Source: an optimization exercise on an open RTL-to-GDS flow (aim: small area, a short achievable clock period and few clock cycles per item). Production flows keep margins and buffers that such runs may drop. Where RTL was checked, it was by simulation tests only, not by an equivalence proof against the original. No activity file was given, so power comes from the tool's default toggle rates.

## angle_to_cursor_calibrated_mapper_top
module angle_to_cursor_calibrated_mapper_top (
   input  logic        clock,
   input  logic        reset,
   input  logic        req_tvalid,
   output logic        req_tready,
   input  logic [23:0] req_tdata,    
   input  logic [2:0]  req_tuser,    
   output logic        rsp_tvalid,
   input  logic        rsp_tready,
   output logic [39:0] rsp_tdata,    
   output logic [0:0]  rsp_tuser,    
   input  logic        csr_we,
   input  logic [1:0]  csr_index,
   input  logic [13:0] csr_wdata
);
   logic [13:0] span_x_ff, span_y_ff;
   logic [11:0] margin_x_ff, margin_y_ff;
   always_ff @(posedge clock) begin
      if (reset) begin
         span_x_ff   <= 14'(acm_pkg::SPAN_X_RESET);
         span_y_ff   <= 14'(acm_pkg::SPAN_Y_RESET);
         margin_x_ff <= 12'(acm_pkg::MARGIN_RESET);
         margin_y_ff <= 12'(acm_pkg::MARGIN_RESET);
      end else if (csr_we) begin
         case (csr_index)
            2'd0: span_x_ff   <= csr_wdata;
            2'd1: span_y_ff   <= csr_wdata;
            2'd2: margin_x_ff <= csr_wdata[11:0];
            default: margin_y_ff <= csr_wdata[11:0];
         endcase
      end
   end
   logic        adv;
   logic        f_v, f_pv, f_sx, f_sy;
   logic [1:0]  f_la, f_ra;
   logic [8:0]  f_dx, f_dy, f_ex, f_ey;
   logic        b_v;
   logic [36:0] b_rsp, q_rsp;
   acm_front u_front (
      .clock     (clock),
      .reset     (reset),
      .adv       (adv),
      .req_valid (req_tvalid),
      .req_data  (req_tdata),
      .req_kind  (req_tuser),
      .o_v       (f_v),
      .o_pv      (f_pv),
      .o_sx      (f_sx),
      .o_sy      (f_sy),
      .o_la      (f_la),
      .o_ra      (f_ra),
      .o_dx      (f_dx),
      .o_dy      (f_dy),
      .o_ex      (f_ex),
      .o_ey      (f_ey)
   );
   acm_back u_back (
      .clock    (clock),
      .reset    (reset),
  ...
For scale: about 7600 cells after synthesis, about 91 I/O pins.
==> module acm_back, before the edit <==
module acm_back (
   input  logic        clock,
   input  logic        reset,
   input  logic        adv,
   input  logic        i_v,
   input  logic        i_pv,
   input  logic        i_sx,
   input  logic        i_sy,
   input  logic [1:0]  i_la,
   input  logic [1:0]  i_ra,
   input  logic [8:0]  i_dx,
   input  logic [8:0]  i_dy,
   input  logic [8:0]  i_ex,
   input  logic [8:0]  i_ey,
   input  logic [13:0] span_x,
   input  logic [13:0] span_y,
   input  logic [11:0] margin_x,
   input  logic [11:0] margin_y,
   output logic        o_v,
   output logic [36:0] o_rsp       
);
   localparam int NST = 8;
   logic        vc_ff, pvc_ff, sxc_ff, syc_ff;
   logic [1:0]  lac_ff, rac_ff;
   logic [22:0] sxs_ff, sxc2_ff, sys_ff, syc2_ff;
   logic [8:0]  exc_ff, eyc_ff;
   logic [45:0] mx_cs, my_cs;
   acm_mul u_mul_x (.span(span_x), .mag(i_dx), .cs(mx_cs));
   acm_mul u_mul_y (.span(span_y), .mag(i_dy), .cs(my_cs));
   always_ff @(posedge clock) begin
      if (reset) vc_ff <= 1'b0;
      else if (adv) vc_ff <= i_v;
      if (adv) begin
         pvc_ff <= i_pv;
         sxc_ff <= i_sx;
         syc_ff <= i_sy;
         lac_ff <= i_la;
         rac_ff <= i_ra;
         {sxs_ff, sxc2_ff} <= mx_cs;
         {sys_ff, syc2_ff} <= my_cs;
         exc_ff <= i_ex;
         eyc_ff <= i_ey;
      end
   end
   logic        vm_ff, pvm_ff, sxm_ff, sym_ff;
   logic [1:0]  lam_ff, ram_ff;
   logic [22:0] nxm_ff, nym_ff;
   logic [8:0]  exm_ff, eym_ff;
   logic [22:0] nx, ny;
   logic [8:0]  ex0, ey0;
   acm_cpa u_cpa_x (.s(sxs_ff), .c(sxc2_ff), .e(exc_ff), .n(nx), .e_out(ex0));
   acm_cpa u_cpa_y (.s(sys_ff), .c(syc2_ff), .e(eyc_ff), .n(ny), .e_out(ey0));
   always_ff @(posedge clock) begin
      if (reset) vm_ff <= 1'b0;
      else if (adv) vm_ff <= vc_ff;
      if (adv) begin
         pvm_ff <= pvc_ff;
         sxm_ff <= sxc_ff;
         sym_ff <= syc_ff;
         lam_ff <= lac_ff;
         ram_ff <= rac_ff;
         nxm_ff <= nx;
         nym_ff <= ny;
         exm_ff <= ex0;
         eym_ff <= ey0;
      end
   end
   logic        v_ff  [NST];
   logic        pv_ff [NST];
   logic        sx_ff [NST];
   logic        sy_ff [NST];
   logic [1:0]  la_ff [NST];
   logic [1:0]  ra_ff [NST];
   logic [24:0] wx_ff [NST];
   logic [24:0] wy_ff [NST];
   logic [8:0]  ex_ff [NST];
   logic [8:0]  ey_ff [NST];
   logic [24:0] wx_n [NST];
   logic [24:0] wy_n [NST];
   acm_div4 u_div_x0 (.w({2'b00, nxm_ff}), .d(exm_ff), .w_out(wx_n[0]));
   acm_div4 u_div_y0 (.w({2'b00, nym_ff}), .d(eym_ff), .w_out(wy_n[0]));
   always_ff @(posedge clock) begin
      if (reset) v_ff[0] <= 1'b0;
      else if (adv) v_ff[0] <= vm_ff;
      if (adv) begin
         pv_ff[0] <= pvm_ff;
         sx_ff[0] <= sxm_ff;
         sy_ff[0] <= sym_ff;
         la_ff[0] <= lam_ff;
         ra_ff[0] <= ram_ff;
         wx_ff[0] <= wx_n[0];
         wy_ff[0] <= wy_n[0];
         ex_ff[0] <= exm_ff;
         ey_ff[0] <= eym_ff;
      end
   end
   for (genvar s = 1; s < NST; s++) begin : g_div
      acm_div4 u_div_x (.w(wx_ff[s-1]), .d(ex_ff[s-1]), .w_out(wx_n[s]));
      acm_div4 u_div_y (.w(wy_ff[s-1]), .d(ey_ff[s-1]), .w_out(wy_n[s]));
      always_ff @(posedge clock) begin
         if (reset) v_ff[s] <= 1'b0;
         else if (adv) v_ff[s] <= v_ff[s-1];
         if (adv) begin
            pv_ff[s] <= pv_ff[s-1];
            sx_ff[s] <= sx_ff[s-1];
            sy_ff[s] <= sy_ff[s-1];
            la_ff[s] <= la_ff[s-1];
            ra_ff[s] <= ra_ff[s-1];
            wx_ff[s] <= wx_n[s];
            wy_ff[s] <= wy_n[s];
            ex_ff[s] <= ex_ff[s-1];
            ey_ff[s] <= ey_ff[s-1];
         end
      end
   end
   logic pv_l;
   logic [15:0] px, py;
   acm_place u_place_x (.q(wx_ff[NST-1][15:0]), .neg(sx_ff[NST-1]), .m(margin_x), .p(px));
   acm_place u_place_y (.q(wy_ff[NST-1][15:0]), .neg(sy_ff[NST-1]), .m(margin_y), .p(py));
   assign pv_l = pv_ff[NST-1];
   assign o_v  = v_ff[NST-1];
   assign o_rsp = {pv_l, ra_ff[NST-1], la_ff[NST-1], pv_l ? py : 16'd0, pv_l ? px : 16'd0};
endmodule
==> module acm_div4, before the edit <==
module acm_div4 (
   input  logic [24:0] w,
   input  logic [8:0]  d,
   output logic [24:0] w_out
);
   logic [11:0] x, nd1, nd2, cs_s, cs_c, u1, u2, u3;
   logic [8:0]  r;
   logic [1:0]  q;
   always_comb begin
      x    = {1'b0, w[24:14]};
      nd1  = ~{3'b000, d};
      nd2  = ~{2'b00, d, 1'b0};
      cs_s = x ^ nd1 ^ nd2;
      cs_c = {(x[10:0] & nd1[10:0]) | (x[10:0] & nd2[10:0]) | (nd1[10:0] & nd2[10:0]), 1'b0};
      u1   = x + nd1 + 12'd1;
      u2   = x + nd2 + 12'd1;
      u3   = cs_s + cs_c + 12'd2;
      if (!u3[11])      begin q = 2'd3; r = u3[8:0]; end
      else if (!u2[11]) begin q = 2'd2; r = u2[8:0]; end
      else if (!u1[11]) begin q = 2'd1; r = u1[8:0]; end
      else              begin q = 2'd0; r = x[8:0];  end
      w_out = {r, w[13:0], q};
   end
endmodule
clock: 7.5 ns
lec_check: 0
cap_margin: 20
core_margin: 2
core_utilization: 40
setup_slack_margin: 4
slew_margin: 20
synth_hierarchical: 1
run.sh (not shown) runs the stock make flow with config.mk's settings and CLKGATE_MAP_FILE= SYNTH_SCRIPT=/design/flow/synth_recipe.tcl, a recipe that flattens the netlist after the stock synthesis.
Testbench counts at the start, summed over its fixed seeds: cycles 2,512, items 2,400.
==> next run, changes <==
--- a/flow/design.v
+++ b/flow/design.v
@@ -437,14 +437,14 @@
    logic [24:0] wx_ff [NST];
    logic [24:0] wy_ff [NST];
    logic [8:0]  ex_ff [NST];
    logic [8:0]  ey_ff [NST];
    logic [24:0] wx_n [NST];
    logic [24:0] wy_n [NST];
-   acm_div4 u_div_x0 (.w({2'b00, nxm_ff}), .d(exm_ff), .w_out(wx_n[0]));
-   acm_div4 u_div_y0 (.w({2'b00, nym_ff}), .d(eym_ff), .w_out(wy_n[0]));
+   acm_div2 u_div_x0 (.w({2'b00, nxm_ff}), .d(exm_ff), .w_out(wx_n[0]));
+   acm_div2 u_div_y0 (.w({2'b00, nym_ff}), .d(eym_ff), .w_out(wy_n[0]));
    always_ff @(posedge clock) begin
       if (reset) v_ff[0] <= 1'b0;
       else if (adv) v_ff[0] <= vm_ff;
       if (adv) begin
          pv_ff[0] <= pvm_ff;
          sx_ff[0] <= sxm_ff;
@@ -455,14 +455,14 @@
          wy_ff[0] <= wy_n[0];
          ex_ff[0] <= exm_ff;
          ey_ff[0] <= eym_ff;
       end
    end
    for (genvar s = 1; s < NST; s++) begin : g_div
-      acm_div4 u_div_x (.w(wx_ff[s-1]), .d(ex_ff[s-1]), .w_out(wx_n[s]));
-      acm_div4 u_div_y (.w(wy_ff[s-1]), .d(ey_ff[s-1]), .w_out(wy_n[s]));
+      acm_div2 u_div_x (.w(wx_ff[s-1]), .d(ex_ff[s-1]), .w_out(wx_n[s]));
+      acm_div2 u_div_y (.w(wy_ff[s-1]), .d(ey_ff[s-1]), .w_out(wy_n[s]));
       always_ff @(posedge clock) begin
          if (reset) v_ff[s] <= 1'b0;
          else if (adv) v_ff[s] <= v_ff[s-1];
          if (adv) begin
             pv_ff[s] <= pv_ff[s-1];
             sx_ff[s] <= sx_ff[s-1];
@@ -498,35 +498,18 @@
    output logic [22:0] n,
    output logic [8:0]  e_out
 );
    assign n     = s + c;
    assign e_out = ({2'b00, n[22:16]} >= e) ? 9'd0 : e;
 endmodule
-module acm_div4 (
+module acm_div2 (
    input  logic [24:0] w,
    input  logic [8:0]  d,
    output logic [24:0] w_out
 );
-   logic [11:0] x, nd1, nd2, cs_s, cs_c, u1, u2, u3;
-   logic [8:0]  r;
-   logic [1:0]  q;
-   always_comb begin
-      x    = {1'b0, w[24:14]};
-      nd1  = ~{3'b000, d};
-      nd2  = ~{2'b00, d, 1'b0};
-      cs_s = x ^ nd1 ^ nd2;
-      cs_c = {(x[10:0] & nd1[10:0]) | (x[10:0] & nd2[10:0]) | (nd1[10:0] & nd2[10:0]), 1'b0};
-      u1   = x + nd1 + 12'd1;
-      u2   = x + nd2 + 12'd1;
-      u3   = cs_s + cs_c + 12'd2;
-      if (!u3[11])      begin q = 2'd3; r = u3[8:0]; end
-      else if (!u2[11]) begin q = 2'd2; r = u2[8:0]; end
-      else if (!u1[11]) begin q = 2'd1; r = u1[8:0]; end
-      else              begin q = 2'd0; r = x[8:0];  end
-      w_out = {r, w[13:0], q};
-   end
+   assign w_out = acm_pkg::div_step(acm_pkg::div_step(w, d), d);
 endmodule
 module acm_place (
    input  logic [15:0] q,
    input  logic        neg,
    input  logic [11:0] m,
    output logic [15:0] p
After rerunning: The new run produced a clean layout; synthesized area falls by about a fifth; non-clock buffer count climbs by 235; die area drops by about a fifth; worst setup slack gets worse by 0.76 ns; maximum frequency drops by about a fifth; combinational power drops by roughly a tenth; design area drops by roughly a tenth; final cell count is lower by about a fifth.
Only the layout flow was run in the second run of this note; the RTL was not checked for function there.

==> what the ideal ports hide <==
No port has a modelled driver above. Below, the same layouts with a new extraction and two added sets of constraints.
Step 1: set_driving_cell puts a clkbuf_16 on clock and a buf_2 on each other input, an assumption about the parent block.
Step 2 adds t to the input delays and takes it off the output delays; t is the mean of the earliest and latest rising clock arrival at the registers after step 1. Input paths then give back, and output paths get back, about the clock's delay inside the block.
a / b / c = no drivers / after step 1 / after step 2; a / b = the first two.
| run | t, ns | setup slack, ns | worst setup path after step 2 |
|---|---|---|---|
| the first run | 0.810 | 3.985 / 3.985 / 3.332 | input to register |
| the second run | 0.795 | 3.228 / 3.228 / 3.228 | register to register |
After both steps setup and hold are still met in every run listed. For the first run, which loses most, drivers alone change the setup slack by 0.000 ns; drivers and shift together by -0.653 ns.
